Source: an optimization exercise on an open RTL-to-GDS flow (aim: small area, a short achievable clock period and few clock cycles). Production flows keep margins and buffers that such runs may drop.
In this exercise RTL edits were held to simulation tests only and were not proved equivalent to the original.

==> inputs of job 8676 <==
Design fpdiv_frac, start of the top module:
module fpdiv_frac
(
	input  logic                 clk,
	input  logic                 rst_n,
	input  logic                 start_valid_i,
	output logic                 start_ready_o,
	input  logic                 flush_i,
	input  fpdiv_fmt_pkg::fp_format_e           fp_format_i,
	input  fpdiv_fmt_pkg::frac_t                a_frac_i,
	input  fpdiv_fmt_pkg::frac_t                b_frac_i,
	output logic                 finish_valid_o,
	input  logic                 finish_ready_i,
	output logic [fpdiv_fmt_pkg::QUO_OUT_W-1:0] fpdiv_frac_o
);
export LEC_CHECK = 0
export ABC_AREA = 1
export CAP_MARGIN = 20
export CORE_MARGIN = 2
export CORE_UTILIZATION = 40
export PLACE_DENSITY = 0.6
export SETUP_SLACK_MARGIN = 5
export SLEW_MARGIN = 20
create_clock -name core_clock -period 11.0 [get_ports {clk}]
standard.sh (not shown) runs the stock make flow with config.mk's settings and CLKGATE_MAP_FILE= SYNTH_SCRIPT=/design/flow/synth_recipe.tcl, a recipe that flattens the netlist after the stock synthesis.
==> flow/flow/run.sh <==
#!/bin/bash
set -euo pipefail
bash standard.sh ADDER_MAP_FILE= SETUP_SLACK_MARGIN=6.5 finish > flow_make.log 2>&1
==> inputs of job 6125, as changes to job 8676 <==
--- a/flow/design.v
+++ b/flow/design.v
@@ -272,56 +272,12 @@
 	assign quo_dig_o[srt_pkg::DIG_POS2] = ge_pos2_raw && ge_pos1;
 	assign quo_dig_o[srt_pkg::DIG_POS1] = ge_pos1 && !ge_pos2_raw;
 	assign quo_dig_o[srt_pkg::DIG_ZERO] = ge_zero && !ge_pos1;
 	assign quo_dig_o[srt_pkg::DIG_NEG1] = ge_neg1_raw && !ge_zero;
 	assign quo_dig_o[srt_pkg::DIG_NEG2] = !ge_neg1_raw && !ge_zero;
 endmodule
-module srt_r4_qds_pre
-(
-	input  logic [4*srt_pkg::QDS_REM_W-1:0] u_i,
-	input  logic [4*srt_pkg::QDS_REM_W-1:0] v_i,
-	input  logic [srt_pkg::QDS_REM_W-1:0]   mult_top_i,
-	input  logic                            cin_i,
-	output srt_pkg::quo_dig_t               quo_dig_o
-);
-	function automatic logic not_neg(input logic [6:0] a, input logic [6:0] b, input logic [6:0] c, input logic cin);
-		logic [6:0] x;
-		logic [6:0] y;
-		logic [6:0] g;
-		logic [6:0] p;
-		logic       g54;
-		logic       p54;
-		logic       g31;
-		logic       g0;
-		logic       c6;
-		x = a ^ b ^ c;
-		y = {(a[5:0] & b[5:0]) | (a[5:0] & c[5:0]) | (b[5:0] & c[5:0]), cin};
-		g = x & y;
-		p = x ^ y;
-		g54 = g[5] | (p[5] & g[4]);
-		p54 = p[5] & p[4];
-		g0  = g[0];
-		g31 = g[3] | (p[3] & g[2]) | (p[3] & p[2] & g[1]) | (p[3] & p[2] & p[1] & g0);
-		c6  = g54 | (p54 & g31);
-		not_neg = !(p[6] ^ c6);
-	endfunction
-	localparam int Q = srt_pkg::QDS_REM_W;
-	logic ge_pos2_raw;
-	logic ge_pos1;
-	logic ge_zero;
-	logic ge_neg1_raw;
-	assign ge_pos2_raw = not_neg(u_i[4*Q-1 -: Q], v_i[4*Q-1 -: Q], mult_top_i, cin_i);
-	assign ge_pos1     = not_neg(u_i[3*Q-1 -: Q], v_i[3*Q-1 -: Q], mult_top_i, cin_i);
-	assign ge_zero     = not_neg(u_i[2*Q-1 -: Q], v_i[2*Q-1 -: Q], mult_top_i, cin_i);
-	assign ge_neg1_raw = not_neg(u_i[Q-1 -: Q],   v_i[Q-1 -: Q],   mult_top_i, cin_i);
-	assign quo_dig_o[srt_pkg::DIG_POS2] = ge_pos2_raw && ge_pos1;
-	assign quo_dig_o[srt_pkg::DIG_POS1] = ge_pos1 && !ge_pos2_raw;
-	assign quo_dig_o[srt_pkg::DIG_ZERO] = ge_zero && !ge_pos1;
-	assign quo_dig_o[srt_pkg::DIG_NEG1] = ge_neg1_raw && !ge_zero;
-	assign quo_dig_o[srt_pkg::DIG_NEG2] = !ge_neg1_raw && !ge_zero;
-endmodule
 `timescale 1ns/1ps
 module srt_r4_stage
 (
 	input  srt_pkg::rem_cs_t              rem_i,
 	input  logic [srt_pkg::REM_W-1:0]     div_i,
 	input  srt_pkg::qds_k_t               k_i,
@@ -336,26 +292,22 @@
 		.quo_dig_o   (quo_dig)
 	);
 	srt_r4_apply u_apply (
 		.rem_i     (rem_i),
 		.div_i     (div_i),
 		.quo_dig_i (quo_dig),
-		.rem_o     (rem_o),
-		.mult_o    (),
-		.win_cin_o ()
+		.rem_o     (rem_o)
 	);
 	assign quo_dig_o = quo_dig;
 endmodule
 module srt_r4_apply
 (
 	input  srt_pkg::rem_cs_t              rem_i,
 	input  logic [srt_pkg::REM_W-1:0]     div_i,
 	input  srt_pkg::quo_dig_t             quo_dig_i,
-	output srt_pkg::rem_cs_t              rem_o,
-	output logic [srt_pkg::REM_W-1:0]     mult_o,
-	output logic                          win_cin_o
+	output srt_pkg::rem_cs_t              rem_o
 );
 	logic [srt_pkg::REM_W-1:0]     sum_sh;
 	logic [srt_pkg::REM_W-1:0]     carry_sh;
 	logic [srt_pkg::REM_W-1:0]     div_2;
 	logic [srt_pkg::REM_W-1:0]     mult_sel;
 	logic                          mult_neg;
@@ -369,14 +321,12 @@
 		| ({srt_pkg::REM_W{quo_dig_i[srt_pkg::DIG_POS1]}} & ~div_i)
 		| ({srt_pkg::REM_W{quo_dig_i[srt_pkg::DIG_POS2]}} & ~div_2);
 	assign mult_neg = quo_dig_i[srt_pkg::DIG_POS1] | quo_dig_i[srt_pkg::DIG_POS2];
 	assign maj = (sum_sh & carry_sh) | (sum_sh & mult_sel) | (carry_sh & mult_sel);
 	assign rem_o.sum   = sum_sh ^ carry_sh ^ mult_sel;
 	assign rem_o.carry = {maj[srt_pkg::REM_W-2:0], mult_neg};
-	assign mult_o    = mult_sel;
-	assign win_cin_o = maj[srt_pkg::REM_W-srt_pkg::QDS_REM_W-1];
 endmodule
 `timescale 1ns/1ps
 module srt_iter_core
 (
 	input  logic                          clk,
 	input  logic                          take_i,
@@ -441,61 +391,30 @@
 		end else if (iter_i) begin
 			grp_q <= grp;
 		end
 	end
 	assign div_ext = {2'b01, div_q, {(srt_pkg::REM_W-srt_pkg::DIV_W-2){1'b0}}};
 	assign qds_k = srt_pkg::qds_k_build(k_var_q, d_top_q);
-	localparam int Q = srt_pkg::QDS_REM_W;
-	logic [srt_pkg::REM_W-1:0] mult_p;
-	logic                      cin_p;
-	logic [srt_pkg::REM_W-1:0] mult_1;
-	logic                      cin_1;
-	logic [4*Q-1:0]            pre_u1;
-	logic [4*Q-1:0]            pre_v1;
-	logic [4*Q-1:0]            pre_u2;
-	logic [4*Q-1:0]            pre_v2;
-	function automatic logic [8*Q-1:0] pre_sums(input logic [Q-1:0] s4, input logic [Q-1:0] c4, input logic [4*Q-1:0] k);
-		logic [4*Q-1:0] u;
-		logic [4*Q-1:0] v;
-		for (int t = 0; t < 4; t++) begin
-			u[t*Q +: Q] = s4 ^ c4 ^ k[t*Q +: Q];
-			v[t*Q +: Q] = {(s4[Q-2:0] & c4[Q-2:0]) | (s4[Q-2:0] & k[t*Q +: Q-1]) | (c4[Q-2:0] & k[t*Q +: Q-1]), 1'b0};
-		end
-		pre_sums = {u, v};
-	endfunction
 	srt_r4_apply u_apply (
 		.rem_i     (rem_q),
 		.div_i     (div_ext),
 		.quo_dig_i (pend_q),
-		.rem_o     (rem_cur),
-		.mult_o    (mult_p),
-		.win_cin_o (cin_p)
-	);
-	assign {pre_u1, pre_v1} = pre_sums(rem_q.sum[srt_pkg::REM_W-3 -: Q], rem_q.carry[srt_pkg::REM_W-3 -: Q], qds_k);
-	srt_r4_qds_pre u_qds_1 (
-		.u_i        (pre_u1),
-		.v_i        (pre_v1),
-		.mult_top_i (mult_p[srt_pkg::REM_W-1 -: Q]),
-		.cin_i      (cin_p),
-		.quo_dig_o  (dig_1)
+		.rem_o     (rem_cur)
 	);
-	srt_r4_apply u_apply_1 (
+	srt_r4_stage u_stage (
 		.rem_i     (rem_cur),
 		.div_i     (div_ext),
-		.quo_dig_i (dig_1),
+		.k_i       (qds_k),
 		.rem_o     (rem_mid),
-		.mult_o    (mult_1),
-		.win_cin_o (cin_1)
+		.quo_dig_o (dig_1)
 	);
-	assign {pre_u2, pre_v2} = pre_sums(rem_cur.sum[srt_pkg::REM_W-3 -: Q], rem_cur.carry[srt_pkg::REM_W-3 -: Q], qds_k);
-	srt_r4_qds_pre u_qds_2 (
-		.u_i        (pre_u2),
-		.v_i        (pre_v2),
-		.mult_top_i (mult_1[srt_pkg::REM_W-1 -: Q]),
-		.cin_i      (cin_1),
-		.quo_dig_o  (dig_2)
+	srt_r4_qds u_qds_2 (
+		.sum_top_i   (rem_mid.sum[srt_pkg::REM_W-1 -: srt_pkg::QDS_REM_W]),
+		.carry_top_i (rem_mid.carry[srt_pkg::REM_W-1 -: srt_pkg::QDS_REM_W]),
+		.k_i         (qds_k),
+		.quo_dig_o   (dig_2)
 	);
 	function automatic logic signed [2:0] dig_val(input srt_pkg::quo_dig_t d);
 		dig_val = d[srt_pkg::DIG_POS2] ? 3'sd2 : d[srt_pkg::DIG_POS1] ? 3'sd1
 		        : d[srt_pkg::DIG_NEG1] ? -3'sd1 : d[srt_pkg::DIG_NEG2] ? -3'sd2 : 3'sd0;
 	endfunction
 	assign grp = 5'(4 * dig_val(dig_1)) + 5'(dig_val(dig_2));
==> flow/flow/run.sh (replaced) <==
#!/bin/bash
set -euo pipefail
bash standard.sh ADDER_MAP_FILE= SETUP_SLACK_MARGIN=6 "BUFFER_PORTS_ARGS=-buffer_cell sky130_fd_sc_hd__buf_1" finish > flow_make.log 2>&1
==> inputs of job 9297, as changes to job 8676 <==
--- a/flow/design.v
+++ b/flow/design.v
@@ -272,56 +272,12 @@
 	assign quo_dig_o[srt_pkg::DIG_POS2] = ge_pos2_raw && ge_pos1;
 	assign quo_dig_o[srt_pkg::DIG_POS1] = ge_pos1 && !ge_pos2_raw;
 	assign quo_dig_o[srt_pkg::DIG_ZERO] = ge_zero && !ge_pos1;
 	assign quo_dig_o[srt_pkg::DIG_NEG1] = ge_neg1_raw && !ge_zero;
 	assign quo_dig_o[srt_pkg::DIG_NEG2] = !ge_neg1_raw && !ge_zero;
 endmodule
-module srt_r4_qds_pre
-(
-	input  logic [4*srt_pkg::QDS_REM_W-1:0] u_i,
-	input  logic [4*srt_pkg::QDS_REM_W-1:0] v_i,
-	input  logic [srt_pkg::QDS_REM_W-1:0]   mult_top_i,
-	input  logic                            cin_i,
-	output srt_pkg::quo_dig_t               quo_dig_o
-);
-	function automatic logic not_neg(input logic [6:0] a, input logic [6:0] b, input logic [6:0] c, input logic cin);
-		logic [6:0] x;
-		logic [6:0] y;
-		logic [6:0] g;
-		logic [6:0] p;
-		logic       g54;
-		logic       p54;
-		logic       g31;
-		logic       g0;
-		logic       c6;
-		x = a ^ b ^ c;
-		y = {(a[5:0] & b[5:0]) | (a[5:0] & c[5:0]) | (b[5:0] & c[5:0]), cin};
-		g = x & y;
-		p = x ^ y;
-		g54 = g[5] | (p[5] & g[4]);
-		p54 = p[5] & p[4];
-		g0  = g[0];
-		g31 = g[3] | (p[3] & g[2]) | (p[3] & p[2] & g[1]) | (p[3] & p[2] & p[1] & g0);
-		c6  = g54 | (p54 & g31);
-		not_neg = !(p[6] ^ c6);
-	endfunction
-	localparam int Q = srt_pkg::QDS_REM_W;
-	logic ge_pos2_raw;
-	logic ge_pos1;
-	logic ge_zero;
-	logic ge_neg1_raw;
-	assign ge_pos2_raw = not_neg(u_i[4*Q-1 -: Q], v_i[4*Q-1 -: Q], mult_top_i, cin_i);
-	assign ge_pos1     = not_neg(u_i[3*Q-1 -: Q], v_i[3*Q-1 -: Q], mult_top_i, cin_i);
-	assign ge_zero     = not_neg(u_i[2*Q-1 -: Q], v_i[2*Q-1 -: Q], mult_top_i, cin_i);
-	assign ge_neg1_raw = not_neg(u_i[Q-1 -: Q],   v_i[Q-1 -: Q],   mult_top_i, cin_i);
-	assign quo_dig_o[srt_pkg::DIG_POS2] = ge_pos2_raw && ge_pos1;
-	assign quo_dig_o[srt_pkg::DIG_POS1] = ge_pos1 && !ge_pos2_raw;
-	assign quo_dig_o[srt_pkg::DIG_ZERO] = ge_zero && !ge_pos1;
-	assign quo_dig_o[srt_pkg::DIG_NEG1] = ge_neg1_raw && !ge_zero;
-	assign quo_dig_o[srt_pkg::DIG_NEG2] = !ge_neg1_raw && !ge_zero;
-endmodule
 `timescale 1ns/1ps
 module srt_r4_stage
 (
 	input  srt_pkg::rem_cs_t              rem_i,
 	input  logic [srt_pkg::REM_W-1:0]     div_i,
 	input  srt_pkg::qds_k_t               k_i,
@@ -336,26 +292,22 @@
 		.quo_dig_o   (quo_dig)
 	);
 	srt_r4_apply u_apply (
 		.rem_i     (rem_i),
 		.div_i     (div_i),
 		.quo_dig_i (quo_dig),
-		.rem_o     (rem_o),
-		.mult_o    (),
-		.win_cin_o ()
+		.rem_o     (rem_o)
 	);
 	assign quo_dig_o = quo_dig;
 endmodule
 module srt_r4_apply
 (
 	input  srt_pkg::rem_cs_t              rem_i,
 	input  logic [srt_pkg::REM_W-1:0]     div_i,
 	input  srt_pkg::quo_dig_t             quo_dig_i,
-	output srt_pkg::rem_cs_t              rem_o,
-	output logic [srt_pkg::REM_W-1:0]     mult_o,
-	output logic                          win_cin_o
+	output srt_pkg::rem_cs_t              rem_o
 );
 	logic [srt_pkg::REM_W-1:0]     sum_sh;
 	logic [srt_pkg::REM_W-1:0]     carry_sh;
 	logic [srt_pkg::REM_W-1:0]     div_2;
 	logic [srt_pkg::REM_W-1:0]     mult_sel;
 	logic                          mult_neg;
@@ -369,14 +321,12 @@
 		| ({srt_pkg::REM_W{quo_dig_i[srt_pkg::DIG_POS1]}} & ~div_i)
 		| ({srt_pkg::REM_W{quo_dig_i[srt_pkg::DIG_POS2]}} & ~div_2);
 	assign mult_neg = quo_dig_i[srt_pkg::DIG_POS1] | quo_dig_i[srt_pkg::DIG_POS2];
 	assign maj = (sum_sh & carry_sh) | (sum_sh & mult_sel) | (carry_sh & mult_sel);
 	assign rem_o.sum   = sum_sh ^ carry_sh ^ mult_sel;
 	assign rem_o.carry = {maj[srt_pkg::REM_W-2:0], mult_neg};
-	assign mult_o    = mult_sel;
-	assign win_cin_o = maj[srt_pkg::REM_W-srt_pkg::QDS_REM_W-1];
 endmodule
 `timescale 1ns/1ps
 module srt_iter_core
 (
 	input  logic                          clk,
 	input  logic                          take_i,
@@ -441,61 +391,30 @@
 		end else if (iter_i) begin
 			grp_q <= grp;
 		end
 	end
 	assign div_ext = {2'b01, div_q, {(srt_pkg::REM_W-srt_pkg::DIV_W-2){1'b0}}};
 	assign qds_k = srt_pkg::qds_k_build(k_var_q, d_top_q);
-	localparam int Q = srt_pkg::QDS_REM_W;
-	logic [srt_pkg::REM_W-1:0] mult_p;
-	logic                      cin_p;
-	logic [srt_pkg::REM_W-1:0] mult_1;
-	logic                      cin_1;
-	logic [4*Q-1:0]            pre_u1;
-	logic [4*Q-1:0]            pre_v1;
-	logic [4*Q-1:0]            pre_u2;
-	logic [4*Q-1:0]            pre_v2;
-	function automatic logic [8*Q-1:0] pre_sums(input logic [Q-1:0] s4, input logic [Q-1:0] c4, input logic [4*Q-1:0] k);
-		logic [4*Q-1:0] u;
-		logic [4*Q-1:0] v;
-		for (int t = 0; t < 4; t++) begin
-			u[t*Q +: Q] = s4 ^ c4 ^ k[t*Q +: Q];
-			v[t*Q +: Q] = {(s4[Q-2:0] & c4[Q-2:0]) | (s4[Q-2:0] & k[t*Q +: Q-1]) | (c4[Q-2:0] & k[t*Q +: Q-1]), 1'b0};
-		end
-		pre_sums = {u, v};
-	endfunction
 	srt_r4_apply u_apply (
 		.rem_i     (rem_q),
 		.div_i     (div_ext),
 		.quo_dig_i (pend_q),
-		.rem_o     (rem_cur),
-		.mult_o    (mult_p),
-		.win_cin_o (cin_p)
-	);
-	assign {pre_u1, pre_v1} = pre_sums(rem_q.sum[srt_pkg::REM_W-3 -: Q], rem_q.carry[srt_pkg::REM_W-3 -: Q], qds_k);
-	srt_r4_qds_pre u_qds_1 (
-		.u_i        (pre_u1),
-		.v_i        (pre_v1),
-		.mult_top_i (mult_p[srt_pkg::REM_W-1 -: Q]),
-		.cin_i      (cin_p),
-		.quo_dig_o  (dig_1)
+		.rem_o     (rem_cur)
 	);
-	srt_r4_apply u_apply_1 (
+	srt_r4_stage u_stage (
 		.rem_i     (rem_cur),
 		.div_i     (div_ext),
-		.quo_dig_i (dig_1),
+		.k_i       (qds_k),
 		.rem_o     (rem_mid),
-		.mult_o    (mult_1),
-		.win_cin_o (cin_1)
+		.quo_dig_o (dig_1)
 	);
-	assign {pre_u2, pre_v2} = pre_sums(rem_cur.sum[srt_pkg::REM_W-3 -: Q], rem_cur.carry[srt_pkg::REM_W-3 -: Q], qds_k);
-	srt_r4_qds_pre u_qds_2 (
-		.u_i        (pre_u2),
-		.v_i        (pre_v2),
-		.mult_top_i (mult_1[srt_pkg::REM_W-1 -: Q]),
-		.cin_i      (cin_1),
-		.quo_dig_o  (dig_2)
+	srt_r4_qds u_qds_2 (
+		.sum_top_i   (rem_mid.sum[srt_pkg::REM_W-1 -: srt_pkg::QDS_REM_W]),
+		.carry_top_i (rem_mid.carry[srt_pkg::REM_W-1 -: srt_pkg::QDS_REM_W]),
+		.k_i         (qds_k),
+		.quo_dig_o   (dig_2)
 	);
 	function automatic logic signed [2:0] dig_val(input srt_pkg::quo_dig_t d);
 		dig_val = d[srt_pkg::DIG_POS2] ? 3'sd2 : d[srt_pkg::DIG_POS1] ? 3'sd1
 		        : d[srt_pkg::DIG_NEG1] ? -3'sd1 : d[srt_pkg::DIG_NEG2] ? -3'sd2 : 3'sd0;
 	endfunction
 	assign grp = 5'(4 * dig_val(dig_1)) + 5'(dig_val(dig_2));
==> flow/flow/run.sh (replaced) <==
#!/bin/bash
set -euo pipefail
bash standard.sh ADDER_MAP_FILE= SETUP_SLACK_MARGIN=6.3 "BUFFER_PORTS_ARGS=-buffer_cell sky130_fd_sc_hd__buf_1" finish > flow_make.log 2>&1
--- a/flow/config.mk
+++ b/flow/config.mk
@@ -6,9 +6,11 @@
 export NUM_CORES = 4
 export LEC_CHECK = 0
 export ABC_AREA = 1
 export CAP_MARGIN = 20
 export CORE_MARGIN = 2
 export CORE_UTILIZATION = 40
+export CTS_BUF_LIST = sky130_fd_sc_hd__clkbuf_8
+export CTS_CLUSTER_SIZE = 16
 export PLACE_DENSITY = 0.6
 export SETUP_SLACK_MARGIN = 5
 export SLEW_MARGIN = 20
==> notes <==
Clock skew: job 6125 is lower than job 9297 (19 ps).
The lowest sequential share of layout area belongs to job 8676, the highest to job 6125.
Cell count: job 6125 < job 9297 < job 8676.
First-iteration DRC count: job 9297 > job 8676 > job 6125.
Design area: job 8676 is higher than job 6125 (about 13%).
==> figures <==
| item | job 8676 | job 6125 | job 9297 |
|---|---|---|---|
| Number of signal-net inverters in the final layout | 499 | 450 | 451 |
| Run status | no timing/DRC/antenna violations | no timing/DRC/antenna violations | no timing/DRC/antenna violations |
| Synth cell types | 62 | 58 | 58 |
| Portion of the post-synthesis area used by sequential elements | 29.39% | 31.37% | 31.37% |
| Worst skew pair latency | 570 ps | 600 ps | 660 ps |
| Placed wire-length estimate after detailed placement | 58.93 mm | 55.33 mm | 55.33 mm |
| Compound-cell area share of the yosys netlist | 17.17% | 19.58% | 19.58% |
| Met1 capacity usage during global routing | 38.05% | 39.25% | 39.41% |
| Die span in y | 241.3 microns | 233.7 microns | 233.7 microns |
| Post-Route Utilization | 50.41% | 47.28% | 50.85% |
| Routed wl met2 | 38.72 mm | 36.43 mm | 37.48 mm |
Testbench counts of job 8676, summed over its fixed seeds: cycles 21,116.
Testbench counts of job 6125, summed over its fixed seeds: cycles 21,116.
Testbench counts of job 9297, summed over its fixed seeds: cycles 21,116.

separate check: timing with driven ports:
The flow's constraints put no driver on any port. The routed layouts listed below were extracted and timed again, unchanged, in two steps.
Step 1 (the two cells are an assumption about what drives the block):
set clk [get_ports {clk}]
set_driving_cell -lib_cell sky130_fd_sc_hd__clkbuf_16 $clk
set_driving_cell -lib_cell sky130_fd_sc_hd__buf_2 [delete_from_list [all_inputs] $clk]
Step 2 also shifts input and output timing later by t, the mid clock arrival at the registers, as if the neighbouring blocks saw the same clock.
Slacks: ideal / step 1 / step 2; pairs: ideal / step 1.
| run | t, ns | setup slack, ns | hold slack, ns | worst setup path at the end |
|---|---|---|---|---|
| job 8676 | 0.607 | 6.353 / 6.385 / 5.779 | 0.454 / 0.454 / 0.454 | input to register |
| job 6125 | 0.644 | 6.054 / 6.083 / 5.439 | 0.451 / 0.451 / 0.451 | input to register |
| job 9297 | 0.698 | 6.203 / 6.222 / 5.525 | 0.448 / 0.448 / 0.448 | input to register |
After both steps every run listed still meets setup and hold. The setup slack of job 9297, which loses most, moves by +0.019 ns with the drivers and by -0.678 ns with both steps.
